What follows belongs to an exercise in optimizing a design on an open flow for small area; a production flow would make more cautious choices. In this exercise RTL edits were held to simulation tests only and were not proved equivalent to the original. Power is estimated from default activity; no workload was simulated.

## before
==> flow/design.v <==
package rf_pkg;
    localparam int DEF_NREG  = 32;
    localparam int DEF_XLEN  = 32;
    localparam int DEF_TAG_W = 4;
    localparam int DEF_IDX_W = $clog2(DEF_NREG);
    typedef logic [DEF_TAG_W-1:0] tag_t;
    typedef struct packed {
        logic [DEF_XLEN-1:0] v1;
        logic [DEF_XLEN-1:0] v2;
        tag_t                q1;
        tag_t                q2;
        logic                busy1;
        logic                busy2;
        tag_t                tag;
    } op_bundle_t;
endpackage
module rf_read_port
#(
    parameter int N = 32,
    parameter int W = 32,
    parameter int G = N / 3
) (
    input  logic [N-1:0]        sel,
    input  logic [N-1:0][W-1:0] data,
    output logic [W-1:0][G-1:0] t
);
    logic [G-1:0][W-1:0] tg;
    for (genvar g = 0; g < G; g++) begin : g_grp
        rf_aoi222 #(.W(W)) u_g (
            .a0(sel[3*g]),   .b0(data[3*g]),
            .a1(sel[3*g+1]), .b1(data[3*g+1]),
            .a2(sel[3*g+2]), .b2(data[3*g+2]),
            .y(tg[g]));
    end
    for (genvar b = 0; b < W; b++) begin : g_bit
        for (genvar g = 0; g < G; g++) begin : g_t
            assign t[b][g] = tg[g][b];
        end
    end
endmodule
module rf_aoi222
#(
    parameter int W = 32
) (
    input  logic         a0, a1, a2,
    input  logic [W-1:0] b0, b1, b2,
    output logic [W-1:0] y
);
    always_comb y = ~((b0 & {W{a0}}) | (b1 & {W{a1}}) | (b2 & {W{a2}}));
endmodule
module rf_hold
#(
    parameter int W = 32
) (
    input  logic         wr,
    input  logic         keep,
    input  logic [W-1:0] d,
    input  logic [W-1:0] q,
    output logic [W-1:0] y
);
    always_comb y = (d & {W{wr}}) | (q & {W{keep}});
endmodule
module rf_nor2
#(
    parameter int W = 31
) (
    input  logic [W-1:0] a, b,
    output logic [W-1:0] y
);
    always_comb y = ~(a | b);
endmodule
module rf_nand2
#(
    parameter int W = 31
) (
    input  logic [W-1:0] a, b,
    output logic [W-1:0] y
);
    always_comb y = ~(a & b);
endmodule
module rename_regfile
#(
    parameter int NREG  = rf_pkg::DEF_NREG,
    parameter int XLEN  = rf_pkg::DEF_XLEN,
    parameter int TAG_W = rf_pkg::DEF_TAG_W,
    parameter int IDX_W = $clog2(NREG)
) (
    input  logic             clk,
    input  logic             rst,
    input  logic             flush,
    input  logic             disp_valid,
    output logic             disp_ready,
    input  logic [IDX_W-1:0] disp_rs1,
    input  logic [IDX_W-1:0] disp_rs2,
    input  logic [IDX_W-1:0] disp_rd,
    input  logic [TAG_W-1:0] disp_tag,
    input  logic             cm_valid,
    input  logic [IDX_W-1:0] cm_rd,
    input  logic [TAG_W-1:0] cm_tag,
    input  logic [XLEN-1:0]  cm_data,
    output logic             op_valid,
    input  logic             op_ready,
    output logic [XLEN-1:0]  op_v1,
    output logic [XLEN-1:0]  op_v2,
    output logic [TAG_W-1:0] op_q1,
    output logic [TAG_W-1:0] op_q2,
    output logic             op_busy1,
    output logic             op_busy2,
    output logic [TAG_W-1:0] op_tag
);
    localparam int NR = NREG - 1;    
    logic [NR-1:0][XLEN-1:0]  value, value_d;
    logic [NR-1:0][TAG_W-1:0] tag, tag_d;
    logic [NR-1:0]            busy;
    logic [NR-1:0]            cs, we, ren, renn, s1, s2;
    logic [NR-1:0]            s1a, s2a, wa, ka, kb;
    logic                     first;
    logic [NR-1:0][TAG_W:0]   bt;
    logic                     ld, fire, hit, tmatch, hz1, hz2;
    logic [TAG_W:0]           btc;
    logic [XLEN-1:0]          v1_d, v2_d;
    logic [TAG_W:0]           bt1_d, bt2_d;
    logic [TAG_W-1:0]         op_tag_d;
    always_comb ld = !op_valid || op_ready;
    logic [3:0] h1n, h2n, hcn, hwn, hrn, hr;
    logic [7:0] l1n, l2n, lcn, lrn, lr;
    logic [NR-1:0] x1n, x2n, xcn, xwn, xrn, xr, y1n, y2n, ycn, yrn, yr, firsts;
    always_comb begin
        for (int h = 0; h < 4; h++) begin
            h1n[h] = !(ld && !first && disp_rs1[4:3] == 2'(h));
            h2n[h] = !(ld && !first && disp_rs2[4:3] == 2'(h));
            hcn[h] = !(cm_rd[4:3] == 2'(h));
            hwn[h] = !(cm_valid && cm_rd[4:3] == 2'(h));
            hr[h]  = fire && disp_rd[4:3] == 2'(h);
            hrn[h] = !hr[h];
        end
        for (int l = 0; l < 8; l++) begin
            l1n[l] = !(disp_rs1[2:0] == 3'(l));
            l2n[l] = !(disp_rs2[2:0] == 3'(l));
            lcn[l] = !(cm_rd[2:0] == 3'(l));
            lr[l]  = disp_rd[2:0] == 3'(l);
            lrn[l] = !lr[l];
        end
        for (int i = 0; i < NR; i++) begin
            x1n[i] = h1n[(i + 1) / 8];  y1n[i] = l1n[(i + 1) % 8];
            x2n[i] = h2n[(i + 1) / 8];  y2n[i] = l2n[(i + 1) % 8];
            xcn[i] = hcn[(i + 1) / 8];  ycn[i] = lcn[(i + 1) % 8];
            xwn[i] = hwn[(i + 1) / 8];
            xrn[i] = hrn[(i + 1) / 8];  yrn[i] = lrn[(i + 1) % 8];
            xr[i]  = hr[(i + 1) / 8];   yr[i]  = lr[(i + 1) % 8];
            firsts[i] = first;
            bt[i]  = {busy[i], tag[i]};
        end
    end
    rf_nor2  #(.W(NR)) u_s1   (.a(x1n), .b(y1n), .y(s1));
    rf_nor2  #(.W(NR)) u_s1a  (.a(x1n), .b(y1n), .y(s1a));
    rf_nor2  #(.W(NR)) u_s2   (.a(x2n), .b(y2n), .y(s2));
    rf_nor2  #(.W(NR)) u_s2a  (.a(x2n), .b(y2n), .y(s2a));
    rf_nor2  #(.W(NR)) u_cs   (.a(xcn), .b(ycn), .y(cs));
    rf_nor2  #(.W(NR)) u_we   (.a(xwn), .b(ycn), .y(we));
    rf_nor2  #(.W(NR)) u_wa   (.a(xwn), .b(ycn), .y(wa));
    rf_nor2  #(.W(NR)) u_ka   (.a(wa),  .b(firsts), .y(ka));
    rf_nor2  #(.W(NR)) u_kb   (.a(we),  .b(firsts), .y(kb));
    rf_nor2  #(.W(NR)) u_ren  (.a(xrn), .b(yrn), .y(ren));
    rf_nand2 #(.W(NR)) u_renn (.a(xr),  .b(yr),  .y(renn));
    logic [TAG_W:0][9:0] tc;
    rf_read_port #(.N(NR), .W(TAG_W + 1)) u_rc (.sel(cs), .data(bt), .t(tc));
    for (genvar b = 0; b <= TAG_W; b++) begin : g_cb
        assign btc[b] = !(&tc[b]) || (cs[30] && bt[30][b]);
    end
    always_comb tmatch = btc[TAG_W-1:0] == cm_tag;
    always_comb hit = cm_valid && btc[TAG_W] && tmatch;
    always_comb hz1 = hit && disp_rs1 == cm_rd;
    always_comb hz2 = hit && disp_rs2 == cm_rd;
    always_comb disp_ready = !flush && ld && !(hz1 || hz2);
    always_comb fire = disp_valid && disp_ready;
    logic [XLEN-1:0][9:0]  tv1, tv2;
    logic [TAG_W:0][9:0]   tt1, tt2;
    logic [NR:0][XLEN-1:0] dv1, dv2;
    logic [NR:0][TAG_W:0]  dt1, dt2;
    logic [NR:0]           sv1, sv2, sv1a, sv2a, st1, st2;
    localparam int H = XLEN / 2;
    logic [NR:0][H-1:0]    dv1a, dv1b, dv2a, dv2b;
    logic [H-1:0][9:0]     tv1a, tv1b, tv2a, tv2b;
    always_comb begin
        sv1 = {!ld, s1}; sv1a = {!ld, s1a}; dv1 = {op_v1, value};
        sv2 = {!ld, s2}; sv2a = {!ld, s2a}; dv2 = {op_v2, value};
        for (int i = 0; i <= NR; i++) begin
            dv1a[i] = dv1[i][H-1:0]; dv1b[i] = dv1[i][XLEN-1:H];
            dv2a[i] = dv2[i][H-1:0]; dv2b[i] = dv2[i][XLEN-1:H];
        end
        tv1 = {tv1b, tv1a};
        tv2 = {tv2b, tv2a};
        st1 = {!ld, s1};  dt1 = {{op_busy1, op_q1}, bt};
        st2 = {!ld, s2};  dt2 = {{op_busy2, op_q2}, bt};
    end
    rf_read_port #(.N(NR + 1), .W(H))         u_v1a (.sel(sv1a), .data(dv1a), .t(tv1a));
    rf_read_port #(.N(NR + 1), .W(H))         u_v1b (.sel(sv1),  .data(dv1b), .t(tv1b));
    rf_read_port #(.N(NR + 1), .W(H))         u_v2a (.sel(sv2a), .data(dv2a), .t(tv2a));
    rf_read_port #(.N(NR + 1), .W(H))         u_v2b (.sel(sv2),  .data(dv2b), .t(tv2b));
    rf_read_port #(.N(NR + 1), .W(TAG_W + 1)) u_t1 (.sel(st1), .data(dt1), .t(tt1));
    rf_read_port #(.N(NR + 1), .W(TAG_W + 1)) u_t2 (.sel(st2), .data(dt2), .t(tt2));
    for (genvar b = 0; b < H; b++) begin : g_vb
        assign v1_d[b] = !(&tv1[b]) || (sv1a[30] && dv1[30][b]) || (sv1a[31] && dv1[31][b]);
        assign v2_d[b] = !(&tv2[b]) || (sv2a[30] && dv2[30][b]) || (sv2a[31] && dv2[31][b]);
    end
    for (genvar b = H; b < XLEN; b++) begin : g_vbh
        assign v1_d[b] = !(&tv1[b]) || (sv1[30] && dv1[30][b]) || (sv1[31] && dv1[31][b]);
        assign v2_d[b] = !(&tv2[b]) || (sv2[30] && dv2[30][b]) || (sv2[31] && dv2[31][b]);
    end
    for (genvar b = 0; b <= TAG_W; b++) begin : g_tb
        assign bt1_d[b] = !(&tt1[b]) || (st1[30] && dt1[30][b]) || (st1[31] && dt1[31][b]);
        assign bt2_d[b] = !(&tt2[b]) || (st2[30] && dt2[30][b]) || (st2[31] && dt2[31][b]);
    end
    rf_hold #(.W(TAG_W)) u_ot (.wr(ld), .keep(!ld), .d(disp_tag), .q(op_tag), .y(op_tag_d));
    for (genvar i = 0; i < NR; i++) begin : g_row
        rf_hold #(.W(H)) u_va (.wr(wa[i]), .keep(ka[i]), .d(cm_data[H-1:0]), .q(value[i][H-1:0]), .y(value_d[i][H-1:0]));
        rf_hold #(.W(H)) u_vb (.wr(we[i]), .keep(kb[i]), .d(cm_data[XLEN-1:H]), .q(value[i][XLEN-1:H]), .y(value_d[i][XLEN-1:H]));
        rf_hold #(.W(TAG_W)) u_t (.wr(ren[i]), .keep(renn[i]), .d(disp_tag), .q(tag[i]), .y(tag_d[i]));
    end
    always_ff @(posedge clk) begin
        value <= value_d;
        tag   <= tag_d;
    end
    always_ff @(posedge clk or posedge rst)
        if (rst) begin
            busy <= '0;
        end else
            for (int i = 0; i < NR; i++) begin
                if (flush)
                    busy[i] <= 1'b0;
                else if (ren[i])
                    busy[i] <= 1'b1;
                else if (we[i] && tmatch)
                    busy[i] <= 1'b0;
            end
    always_ff @(posedge clk or posedge rst)
        if (rst)
            first <= 1'b1;
        else
            first <= 1'b0;
    always_ff @(posedge clk or posedge rst)
        if (rst)
            op_valid <= 1'b0;
        else
            op_valid <= fire || (!flush && op_valid && !op_ready);
    always_ff @(posedge clk) begin
        op_v1    <= v1_d;
        op_v2    <= v2_d;
        op_q1    <= bt1_d[TAG_W-1:0];
        op_q2    <= bt2_d[TAG_W-1:0];
        op_busy1 <= bt1_d[TAG_W];
        op_busy2 <= bt2_d[TAG_W];
        op_tag   <= op_tag_d;
    end
endmodule
==> flow/config.mk <==
export PLATFORM = sky130hd
export DESIGN_NAME = rename_regfile
export DESIGN_NICKNAME = rename_regfile
export VERILOG_FILES = /design/flow/design.v
export SDC_FILE = /design/flow/constraint.sdc
export NUM_CORES = 4
export LEC_CHECK = 0
export CAP_MARGIN = 0
export CORE_MARGIN = 2
export CORE_UTILIZATION = 48
export PLACE_DENSITY = 0.58
export SLEW_MARGIN = 0
export SYNTH_HIERARCHICAL = 1
==> flow/constraint.sdc <==
create_clock -name core_clock -period 5.5 [get_ports {clk}]
set_input_delay 1.1000 -clock core_clock [delete_from_list [all_inputs] [get_ports {clk}]]
set_output_delay 1.1000 -clock core_clock [all_outputs]
set_load 0.01 [all_outputs]
standard.sh (not shown) runs the stock make flow with config.mk's settings and CLKGATE_MAP_FILE= SYNTH_SCRIPT=/design/flow/synth_recipe.tcl, a recipe that flattens the netlist after the stock synthesis.
==> flow/flow/run.sh <==
#!/bin/bash
# Standard layout, with smaller port buffers and a clock tree of large leaf buffers without dummy loads.
set -euo pipefail
bash standard.sh \
  'BUFFER_PORTS_ARGS=-buffer_cell sky130_fd_sc_hd__buf_1' \
  'CTS_ARGS=-sink_clustering_enable -repair_clock_nets -dont_use_dummy_load -sink_clustering_size 28 -sink_clustering_max_diameter 100 -buf_list {sky130_fd_sc_hd__clkbuf_16}' \
  finish > flow_standard.log 2>&1
Setup changes, before to after
--- a/flow/design.v
+++ b/flow/design.v
@@ -211,13 +211,24 @@
     for (genvar b = 0; b <= TAG_W; b++) begin : g_tb
         assign bt1_d[b] = !(&tt1[b]) || (st1[30] && dt1[30][b]) || (st1[31] && dt1[31][b]);
         assign bt2_d[b] = !(&tt2[b]) || (st2[30] && dt2[30][b]) || (st2[31] && dt2[31][b]);
     end
-    rf_hold #(.W(TAG_W)) u_ot (.wr(ld), .keep(!ld), .d(disp_tag), .q(op_tag), .y(op_tag_d));
+    logic ldn;
+    always_comb ldn = !ld;
+    for (genvar b = 0; b < TAG_W; b++) begin : g_otbit
+        rf_hold #(.W(1)) u_ot (.wr(ld), .keep(ldn), .d(disp_tag[b]), .q(op_tag[b]), .y(op_tag_d[b]));
+    end
     for (genvar i = 0; i < NR; i++) begin : g_row
-        rf_hold #(.W(H)) u_va (.wr(wa[i]), .keep(ka[i]), .d(cm_data[H-1:0]), .q(value[i][H-1:0]), .y(value_d[i][H-1:0]));
-        rf_hold #(.W(H)) u_vb (.wr(we[i]), .keep(kb[i]), .d(cm_data[XLEN-1:H]), .q(value[i][XLEN-1:H]), .y(value_d[i][XLEN-1:H]));
-        rf_hold #(.W(TAG_W)) u_t (.wr(ren[i]), .keep(renn[i]), .d(disp_tag), .q(tag[i]), .y(tag_d[i]));
+        for (genvar b = 0; b < XLEN; b++) begin : g_vbit
+            if (b < H) begin : g_lo
+                rf_hold #(.W(1)) u_v (.wr(wa[i]), .keep(ka[i]), .d(cm_data[b]), .q(value[i][b]), .y(value_d[i][b]));
+            end else begin : g_hi
+                rf_hold #(.W(1)) u_v (.wr(we[i]), .keep(kb[i]), .d(cm_data[b]), .q(value[i][b]), .y(value_d[i][b]));
+            end
+        end
+        for (genvar b = 0; b < TAG_W; b++) begin : g_tbit
+            rf_hold #(.W(1)) u_t (.wr(ren[i]), .keep(renn[i]), .d(disp_tag[b]), .q(tag[i][b]), .y(tag_d[i][b]));
+        end
     end
     always_ff @(posedge clk) begin
         value <= value_d;
         tag   <= tag_d;
Results
Antenna diode count: after vs before identical. Side by side, power per cell area turned out higher in after than in before. after vs. before: net switching share of the total power saw little to no change, leakage component of the power saw a decrease, maximum fanout along the worst path saw an increase.

[port drivers added, routing unchanged]
No port has a modelled driver above. Below, the same layouts with a new extraction and two added sets of constraints.
Step 1: set_driving_cell puts a clkbuf_16 on clk and a buf_2 on each other input, an assumption about the parent block.
Step 2 also shifts input and output timing later by t, the mid clock arrival at the registers, as if the neighbouring blocks saw the same clock.
Three values: no drivers, after step 1, after step 2; two values: the first two.
| run | t, ns | setup WS [ns] | hold slack, ns |
|---|---|---|---|
| before | 0.773 | 0.094 / 0.046 / 0.007 | 0.467 / 0.422 / 0.467 |
| after | 0.764 | 0.275 / 0.136 / 0.136 | 0.466 / 0.465 / 0.466 |
After both steps setup and hold are still met in every run listed. For after, which loses most, drivers alone change the setup slack by -0.139 ns; drivers and shift together by -0.139 ns.
